Source: an optimization exercise on an open RTL-to-GDS flow (aim: small area, a short achievable clock period and few clock cycles per item). Production flows keep margins and buffers that such runs may drop. Power and IR drop assume default switching activity.

## rgb_pixel_brightness_blend_unit
module rgb_pixel_brightness_blend_unit
(
    input  logic                i_clk,
    input  logic                i_rst_n,
    input  logic                i_cfg_we,
    input  logic [2:0]          i_cfg_index,
    input  logic [31:0]         i_cfg_data,
    input  logic                i_valid,
    output logic                o_stall,
    input  logic [1:0]          i_func,
    input  logic [31:0]         i_src_pixel,
    input  logic [31:0]         i_dst_pixel,
    output logic                o_valid,
    input  logic                i_stall,
    output logic [31:0]         o_out_pixel,
    output logic                o_write_enable
);
    function automatic logic [7:0] bright(input logic [7:0] x, input logic [7:0] c);
        logic [7:0] hi;
        hi = {1'b0, c[7:1]} + {1'b0, x[6:0]} + {7'd0, ~x[7]};
        if (hi[7] == x[7]) bright = {8{x[7]}};
        else               bright = {hi[6:0], c[0]};
    endfunction
  ...
For scale: roughly 2900 cells after synthesis, roughly 270 flip-flops, roughly 140 I/O pins.
Settings: LEC_CHECK=0, CAP_MARGIN=20, CORE_MARGIN=2, CORE_UTILIZATION=40, SLEW_MARGIN=20; clock period 11.0 ns.
standard.sh (not shown) runs the stock make flow with config.mk's settings and CLKGATE_MAP_FILE= SYNTH_SCRIPT=/design/flow/synth_recipe.tcl, a recipe that flattens the netlist after the stock synthesis.
==> flow/flow/run.sh <==
#!/bin/bash
# Standard layout, with timing repair aiming below the clock period: the
# repair steps try to leave MARGIN ns of setup slack at the design's period.
set -euo pipefail
MARGIN=$(cat flow/margin.txt)
cp standard.sh standard_copy.log
bash standard.sh SETUP_SLACK_MARGIN=$MARGIN finish > flow_orfs.log 2>&1
==> flow/flow/margin.txt <==
7
==> next run, changes <==
--- a/flow/design.v
+++ b/flow/design.v
@@ -121,58 +121,57 @@
                 r_s2b_valid <= r_s2_valid;
                 r_s3_valid  <= r_s2b_valid;
             end
             if (out_load) r_out_valid <= r_skid_valid || push;
             r_skid_valid <= r_skid_valid ? !out_load : (push && !out_load);
         end
     end
-    logic [31:0] c_pix, ch_mask;
+    logic [31:0] c_pix;
     logic [2:0][7:0] n_d;
     logic [2:0][7:0] n_c;
-    logic        n_mix, n_key, n_black, n_pass;
     always_comb begin
         c_pix = (i_func == 2'd1) ? r_fill : i_src_pixel;
-        ch_mask = '0;
         for (int k = 0; k < 3; k++) begin
             n_d[k] = get_ch(i_dst_pixel, r_pos[k]);
             n_c[k] = get_ch(c_pix, r_pos[k]);
-            ch_mask |= put_ch(8'hFF, r_pos[k]);
-        end
-        n_mix   = i_func[0] ^ i_func[1];
-        n_key   = i_func == 2'd2 && r_sprite;
-        n_black = (i_src_pixel & ch_mask) == '0;
-        n_pass  = n_mix && (r_lv_zero || (n_key && n_black));
+        end
     end
     logic [2:0]  r_s2_bri;       
     logic [2:0]  r_s2_paste;     
-    logic        r_s2_pass;
-    logic [2:0][7:0] r_s2_d;     
-    logic [2:0][7:0] r_s2_c;     
+    logic        r_s2_mix;       
+    logic        r_s2_key;       
+    logic [31:0] r_s2_dst;
+    logic [2:0][7:0] r_s2_d;
+    logic [2:0][7:0] r_s2_c;
     always_ff @(posedge i_clk) begin
         if (go) begin
             r_s2_bri   <= {i_func[0] ~^ i_func[1], i_func[0] ^ i_func[1], i_func[0] ~^ i_func[1]};
             r_s2_paste <= {i_func[0] & i_func[1], !(i_func[0] & i_func[1]), i_func[0] & i_func[1]};
-            r_s2_pass  <= n_pass;
-            r_s2_d     <= n_pass ? i_dst_pixel[23:0] : n_d;
-            r_s2_c     <= {n_c[2:1], n_pass ? i_dst_pixel[31:24] : n_c[0]};
-        end
-    end
-    logic        bri_k, paste_k;
+            r_s2_mix   <= i_func[0] ^ i_func[1];
+            r_s2_key   <= i_func == 2'd2 && r_sprite;
+            r_s2_dst   <= i_dst_pixel;
+            r_s2_d     <= n_d;
+            r_s2_c     <= n_c;
+        end
+    end
+    logic        bri_k, paste_k, black, n_pass;
     logic [16:0] cs;
     logic [2:0][7:0] n_hi, n_lo;
     logic [2:0]  n_cin;
     always_comb begin
+        black  = (r_s2_c[0] == '0) && (r_s2_c[1] == '0) && (r_s2_c[2] == '0);
+        n_pass = r_s2_mix && (r_lv_zero || (r_s2_key && black));
         for (int k = 0; k < 3; k++) begin
             bri_k   = (k == 1) ? !r_s2_bri[k] : r_s2_bri[k];
             paste_k = (k == 1) ? !r_s2_paste[k] : r_s2_paste[k];
             cs = blend_cs(r_s2_d[k], r_s2_c[k], r_level);
             n_cin[k] = 1'b0;
-            if (r_s2_pass) begin
-                n_hi[k] = r_s2_d[k];
-                n_lo[k] = r_s2_c[k];
+            if (n_pass) begin
+                n_hi[k] = r_s2_dst[8*k +: 8];
+                n_lo[k] = r_s2_dst[31:24];
             end else if (bri_k) begin
                 n_hi[k] = paste_k ? bright(r_level, r_s2_c[k]) : r_level;
                 n_lo[k] = r_s2_d[k];
             end else if (r_lv_full) begin
                 n_hi[k] = r_s2_c[k];
                 n_lo[k] = '0;
             end else begin
@@ -185,15 +184,15 @@
     logic [2:0]  r_s2b_bri;      
     logic        r_s2b_pass;
     logic [2:0][7:0] r_s2b_hi, r_s2b_lo;
     logic [2:0]  r_s2b_cin;
     always_ff @(posedge i_clk) begin
         if (go) begin
             r_s2b_bri  <= r_s2_bri;
-            r_s2b_pass <= r_s2_pass;
+            r_s2b_pass <= n_pass;
             r_s2b_hi   <= n_hi;
             r_s2b_lo   <= n_lo;
             r_s2b_cin  <= n_cin;
         end
     end
     logic [2:0][7:0] n_v;
     logic        bri2_k;
Wire length is lower by 0.85%.
Total power is higher by 4.5%.
Global-route usage fell by 0.36 points.
Die area is higher by 0.72%.
Area after synthesis went up by 0.73%.
Core utilization goes down by 0.36 points.
Clock power barely changes.
Non-clock buffer count falls by 34.
Function was not checked in any run of this note: the RTL went through the layout flow alone.

========
rgb_pixel_brightness_blend_unit, a different RTL version from the one above (not shown whole).
For scale: ~2500 cells after synthesis, about 270 flip-flops, about 140 I/O pins.
// rgb_pixel_brightness_blend_unit
module rgb_pixel_brightness_blend_unit
(
    input  logic                i_clk,
    input  logic                i_rst_n,
    input  logic                i_cfg_we,
    input  logic [2:0]          i_cfg_index,
    input  logic [31:0]         i_cfg_data,
    input  logic                i_valid,
    output logic                o_stall,
    input  logic [1:0]          i_func,
    input  logic [31:0]         i_src_pixel,
    input  logic [31:0]         i_dst_pixel,
    output logic                o_valid,
    input  logic                i_stall,
    output logic [31:0]         o_out_pixel,
    output logic                o_write_enable
);
==> module rgb_pixel_brightness_blend_unit, before the edit <==
module rgb_pixel_brightness_blend_unit
(
    input  logic                i_clk,
    input  logic                i_rst_n,
    input  logic                i_cfg_we,
    input  logic [2:0]          i_cfg_index,
    input  logic [31:0]         i_cfg_data,
    input  logic                i_valid,
    output logic                o_stall,
    input  logic [1:0]          i_func,
    input  logic [31:0]         i_src_pixel,
    input  logic [31:0]         i_dst_pixel,
    output logic                o_valid,
    input  logic                i_stall,
    output logic [31:0]         o_out_pixel,
    output logic                o_write_enable
);
    function automatic logic [7:0] bright(input logic [7:0] x, input logic [7:0] c);
        logic [7:0] hi;
        hi = {1'b0, c[7:1]} + {1'b0, x[6:0]} + {7'd0, ~x[7]};
        if (hi[7] == x[7]) bright = {8{x[7]}};
        else               bright = {hi[6:0], c[0]};
    endfunction
    function automatic logic [7:0] blend(input logic [7:0] d, input logic [7:0] s,
                                         input logic [7:0] t);
        logic [15:0] p;
        p = '0;
        for (int i = 0; i < 8; i++) p = p + (16'(t[i] ? s : d) << i);
        blend = p[15:8];
    endfunction
    function automatic logic [7:0] get_ch(input logic [31:0] pix, input logic [4:0] pos);
        logic [22:0] a;
        logic [14:0] b;
        logic [10:0] c;
        logic [8:0]  d;
        a = pos[4] ? {7'd0, pix[31:16]} : pix[22:0];
        b = pos[3] ? a[22:8] : a[14:0];
        c = pos[2] ? b[14:4] : b[10:0];
        d = pos[1] ? c[10:2] : c[8:0];
        get_ch = pos[0] ? d[8:1] : d[7:0];
    endfunction
    function automatic logic [31:0] put_ch(input logic [7:0] val, input logic [4:0] pos);
        logic [8:0]  a;
        logic [10:0] b;
        logic [14:0] c;
        logic [22:0] d;
        a = pos[0] ? {val, 1'b0} : {1'b0, val};
        b = pos[1] ? {a, 2'b0} : {2'b0, a};
        c = pos[2] ? {b, 4'b0} : {4'b0, b};
        d = pos[3] ? {c, 8'b0} : {8'b0, c};
        put_ch = pos[4] ? {d[15:0], 16'b0} : {9'b0, d};
    endfunction
    logic [2:0][4:0] r_pos;
    logic [7:0]  r_level;
    logic [31:0] r_fill;
    logic        r_sprite;
    logic        r_lv_zero;      
    logic        r_lv_full;      
    always_ff @(posedge i_clk) begin
        if (!i_rst_n) begin
            r_lv_zero <= 1'b0;
            r_lv_full <= 1'b0;
            r_pos[0] <= 5'd16;
            r_pos[1] <= 5'd8;
            r_pos[2] <= 5'd0;
            r_level  <= 8'd128;
            r_fill   <= '0;
            r_sprite <= 1'b0;
        end else if (i_cfg_we) begin
            case (i_cfg_index)
                3'd0: r_pos[0] <= i_cfg_data[4:0];
                3'd1: r_pos[1] <= i_cfg_data[4:0];
                3'd2: r_pos[2] <= i_cfg_data[4:0];
                3'd3: begin
                    r_level   <= i_cfg_data[7:0];
                    r_lv_zero <= i_cfg_data[7:0] == 8'h00;
                    r_lv_full <= i_cfg_data[7:0] == 8'hFF;
                end
                3'd4: r_fill   <= i_cfg_data;
                3'd5: r_sprite <= i_cfg_data[0];
                default: ;
            endcase
        end
    end
    logic        r_s2_valid, r_s3_valid, r_out_valid, r_skid_valid;
    logic        go, push, out_load;
    assign go       = !r_skid_valid;
    assign o_stall  = r_skid_valid;
    assign push     = go && r_s3_valid;
    assign out_load = !r_out_valid || !i_stall;
    always_ff @(posedge i_clk) begin
        if (!i_rst_n) begin
            r_s2_valid   <= 1'b0;
            r_s3_valid   <= 1'b0;
            r_out_valid  <= 1'b0;
            r_skid_valid <= 1'b0;
        end else begin
            if (go) begin
                r_s2_valid <= i_valid;
                r_s3_valid <= r_s2_valid;
            end
            if (out_load) r_out_valid <= r_skid_valid || push;
            r_skid_valid <= r_skid_valid ? !out_load : (push && !out_load);
        end
    end
    logic [31:0] c_pix;
    logic [2:0][7:0] n_d;
    logic [2:0][7:0] n_c;
    always_comb begin
        c_pix = (i_func == 2'd1) ? r_fill : i_src_pixel;
        for (int k = 0; k < 3; k++) begin
            n_d[k] = get_ch(i_dst_pixel, r_pos[k]);
            n_c[k] = get_ch(c_pix, r_pos[k]);
        end
    end
    logic [2:0]  r_s2_bri;       
    logic [2:0]  r_s2_paste;     
    logic        r_s2_mix;       
    logic        r_s2_key;       
    logic [31:0] r_s2_dst;
    logic [2:0][7:0] r_s2_d;
    logic [2:0][7:0] r_s2_c;
    always_ff @(posedge i_clk) begin
        if (go) begin
            r_s2_bri   <= {i_func[0] ~^ i_func[1], i_func[0] ^ i_func[1], i_func[0] ~^ i_func[1]};
            r_s2_paste <= {i_func[0] & i_func[1], !(i_func[0] & i_func[1]), i_func[0] & i_func[1]};
            r_s2_mix   <= i_func[0] ^ i_func[1];
            r_s2_key   <= i_func == 2'd2 && r_sprite;
            r_s2_dst  <= i_dst_pixel;
            r_s2_d    <= n_d;
            r_s2_c    <= n_c;
        end
    end
    logic        black, n_pass, bri_k, paste_k;
    logic [2:0][7:0] n_v;
    always_comb begin
        black  = (r_s2_c[0] == '0) && (r_s2_c[1] == '0) && (r_s2_c[2] == '0);
        n_pass = r_s2_mix && (r_lv_zero || (r_s2_key && black));
        for (int k = 0; k < 3; k++) begin
            bri_k   = (k == 1) ? !r_s2_bri[k] : r_s2_bri[k];
            paste_k = (k == 1) ? !r_s2_paste[k] : r_s2_paste[k];
            if (bri_k)
                n_v[k] = bright(paste_k ? bright(r_level, r_s2_c[k]) : r_level, r_s2_d[k]);
            else if (r_lv_full)
                n_v[k] = r_s2_c[k];
            else
                n_v[k] = blend(r_s2_d[k], r_s2_c[k], r_level);
        end
    end
    logic        r_s3_pass;
    logic [31:0] r_s3_dst;
    logic [2:0][7:0] r_s3_v;
    always_ff @(posedge i_clk) begin
        if (go) begin
            r_s3_pass <= n_pass;
            r_s3_dst  <= r_s2_dst;
            r_s3_v    <= n_v;
        end
    end
    logic [31:0] n_pixel;
    always_comb begin
        n_pixel = '0;
        for (int k = 0; k < 3; k++) n_pixel |= put_ch(r_s3_v[k], r_pos[k]);
        if (r_s3_pass) n_pixel = r_s3_dst;
    end
    logic [31:0] r_out_pixel, r_skid_pixel;
    logic        r_out_we, r_skid_we;
    always_ff @(posedge i_clk) begin
        if (!r_skid_valid) begin
            r_skid_pixel <= n_pixel;
            r_skid_we    <= !r_s3_pass;
        end
        if (out_load) begin
            r_out_pixel <= r_skid_valid ? r_skid_pixel : n_pixel;
            r_out_we    <= r_skid_valid ? r_skid_we : !r_s3_pass;
        end
    end
    assign o_valid        = r_out_valid;
    assign o_out_pixel    = r_out_pixel;
    assign o_write_enable = r_out_we;
endmodule
==> flow/config.mk <==
export PLATFORM = sky130hd
export DESIGN_NAME = rgb_pixel_brightness_blend_unit
export DESIGN_NICKNAME = rgb_pixel_brightness_blend_unit
export VERILOG_FILES = /design/flow/design.v
export SDC_FILE = /design/flow/constraint.sdc
export NUM_CORES = 4
export LEC_CHECK = 0
export CAP_MARGIN = 20
export CORE_MARGIN = 2
export CORE_UTILIZATION = 40
export SLEW_MARGIN = 20
==> flow/constraint.sdc <==
create_clock -name core_clock -period 11.0 [get_ports {i_clk}]
set_input_delay 2.2000 -clock core_clock [delete_from_list [all_inputs] [get_ports {i_clk}]]
set_output_delay 2.2000 -clock core_clock [all_outputs]
set_load 0.01 [all_outputs]
==> flow/flow/margin.txt <==
8.5
Scripts as last shown in full above: flow/flow/run.sh
Rerun with:
--- a/flow/design.v
+++ b/flow/design.v
@@ -56,10 +56,6 @@
     logic [31:0] r_fill;
     logic        r_sprite;
-    logic        r_lv_zero;      
-    logic        r_lv_full;      
     always_ff @(posedge i_clk) begin
         if (!i_rst_n) begin
-            r_lv_zero <= 1'b0;
-            r_lv_full <= 1'b0;
             r_pos[0] <= 5'd16;
             r_pos[1] <= 5'd8;
@@ -73,9 +69,5 @@
                 3'd1: r_pos[1] <= i_cfg_data[4:0];
                 3'd2: r_pos[2] <= i_cfg_data[4:0];
-                3'd3: begin
-                    r_level   <= i_cfg_data[7:0];
-                    r_lv_zero <= i_cfg_data[7:0] == 8'h00;
-                    r_lv_full <= i_cfg_data[7:0] == 8'hFF;
-                end
+                3'd3: r_level  <= i_cfg_data[7:0];
                 3'd4: r_fill   <= i_cfg_data;
                 3'd5: r_sprite <= i_cfg_data[0];
@@ -115,8 +107,5 @@
         end
     end
-    logic [2:0]  r_s2_bri;       
-    logic [2:0]  r_s2_paste;     
-    logic        r_s2_mix;       
-    logic        r_s2_key;       
+    logic [1:0]  r_s2_func;
     logic [31:0] r_s2_dst;
     logic [2:0][7:0] r_s2_d;
@@ -124,8 +113,5 @@
     always_ff @(posedge i_clk) begin
         if (go) begin
-            r_s2_bri   <= {i_func[0] ~^ i_func[1], i_func[0] ^ i_func[1], i_func[0] ~^ i_func[1]};
-            r_s2_paste <= {i_func[0] & i_func[1], !(i_func[0] & i_func[1]), i_func[0] & i_func[1]};
-            r_s2_mix   <= i_func[0] ^ i_func[1];
-            r_s2_key   <= i_func == 2'd2 && r_sprite;
+            r_s2_func <= i_func;
             r_s2_dst  <= i_dst_pixel;
             r_s2_d    <= n_d;
@@ -133,15 +119,14 @@
         end
     end
-    logic        black, n_pass, bri_k, paste_k;
+    logic        black, n_pass;
     logic [2:0][7:0] n_v;
     always_comb begin
         black  = (r_s2_c[0] == '0) && (r_s2_c[1] == '0) && (r_s2_c[2] == '0);
-        n_pass = r_s2_mix && (r_lv_zero || (r_s2_key && black));
+        n_pass = (r_s2_func == 2'd1 || r_s2_func == 2'd2) &&
+                 ((r_level == '0) || (r_s2_func == 2'd2 && r_sprite && black));
         for (int k = 0; k < 3; k++) begin
-            bri_k   = (k == 1) ? !r_s2_bri[k] : r_s2_bri[k];
-            paste_k = (k == 1) ? !r_s2_paste[k] : r_s2_paste[k];
-            if (bri_k)
-                n_v[k] = bright(paste_k ? bright(r_level, r_s2_c[k]) : r_level, r_s2_d[k]);
-            else if (r_lv_full)
+            if (r_s2_func == 2'd0 || r_s2_func == 2'd3)
+                n_v[k] = bright(r_s2_func[0] ? bright(r_level, r_s2_c[k]) : r_level, r_s2_d[k]);
+            else if (r_level == 8'hFF)
                 n_v[k] = r_s2_c[k];
             else
=>
- core utilization goes up by 0.42 points
- final area rises by about 0.8%
- total power hardly moves
- synthesized area hardly moves
- global-route usage climbs by 0.45 points
Function was not checked in any run of this note: the RTL went through the layout flow alone.

## re-timing with driven ports
How much do the figures lean on ideal ports? The routed layouts below were timed once more, with nothing changed but the port constraints. Step 1 (the two cells are an assumption about what drives the block):
set clk [get_ports {i_clk}]
set_driving_cell -lib_cell sky130_fd_sc_hd__clkbuf_16 $clk
set_driving_cell -lib_cell sky130_fd_sc_hd__buf_2 [delete_from_list [all_inputs] $clk]
Step 2 also shifts input and output timing later by t, the mid clock arrival at the registers, as if the neighbouring blocks saw the same clock. Three values: no drivers, after step 1, after step 2; two values: the first two.
run	t (ns)	setup slack, ns	slew at the worst register clock pin (ns)	worst slew at a driven data input, ns
the first run of note 1	0.603	6.469 / 6.482 / 5.879	0.07 / 0.07	0.09
the second run of note 1	0.625	6.933 / 6.955 / 6.331	0.06 / 0.06	0.06
the first run of note 2	0.643	5.999 / 5.999 / 5.999	0.07 / 0.07	0.09
the second run of note 2	0.645	6.194 / 6.194 / 6.194	0.07 / 0.07	0.07
After both steps setup and hold are still met in every run listed. The setup slack of the second run of note 1, which loses most, moves by +0.022 ns with the drivers and by -0.602 ns with both steps.
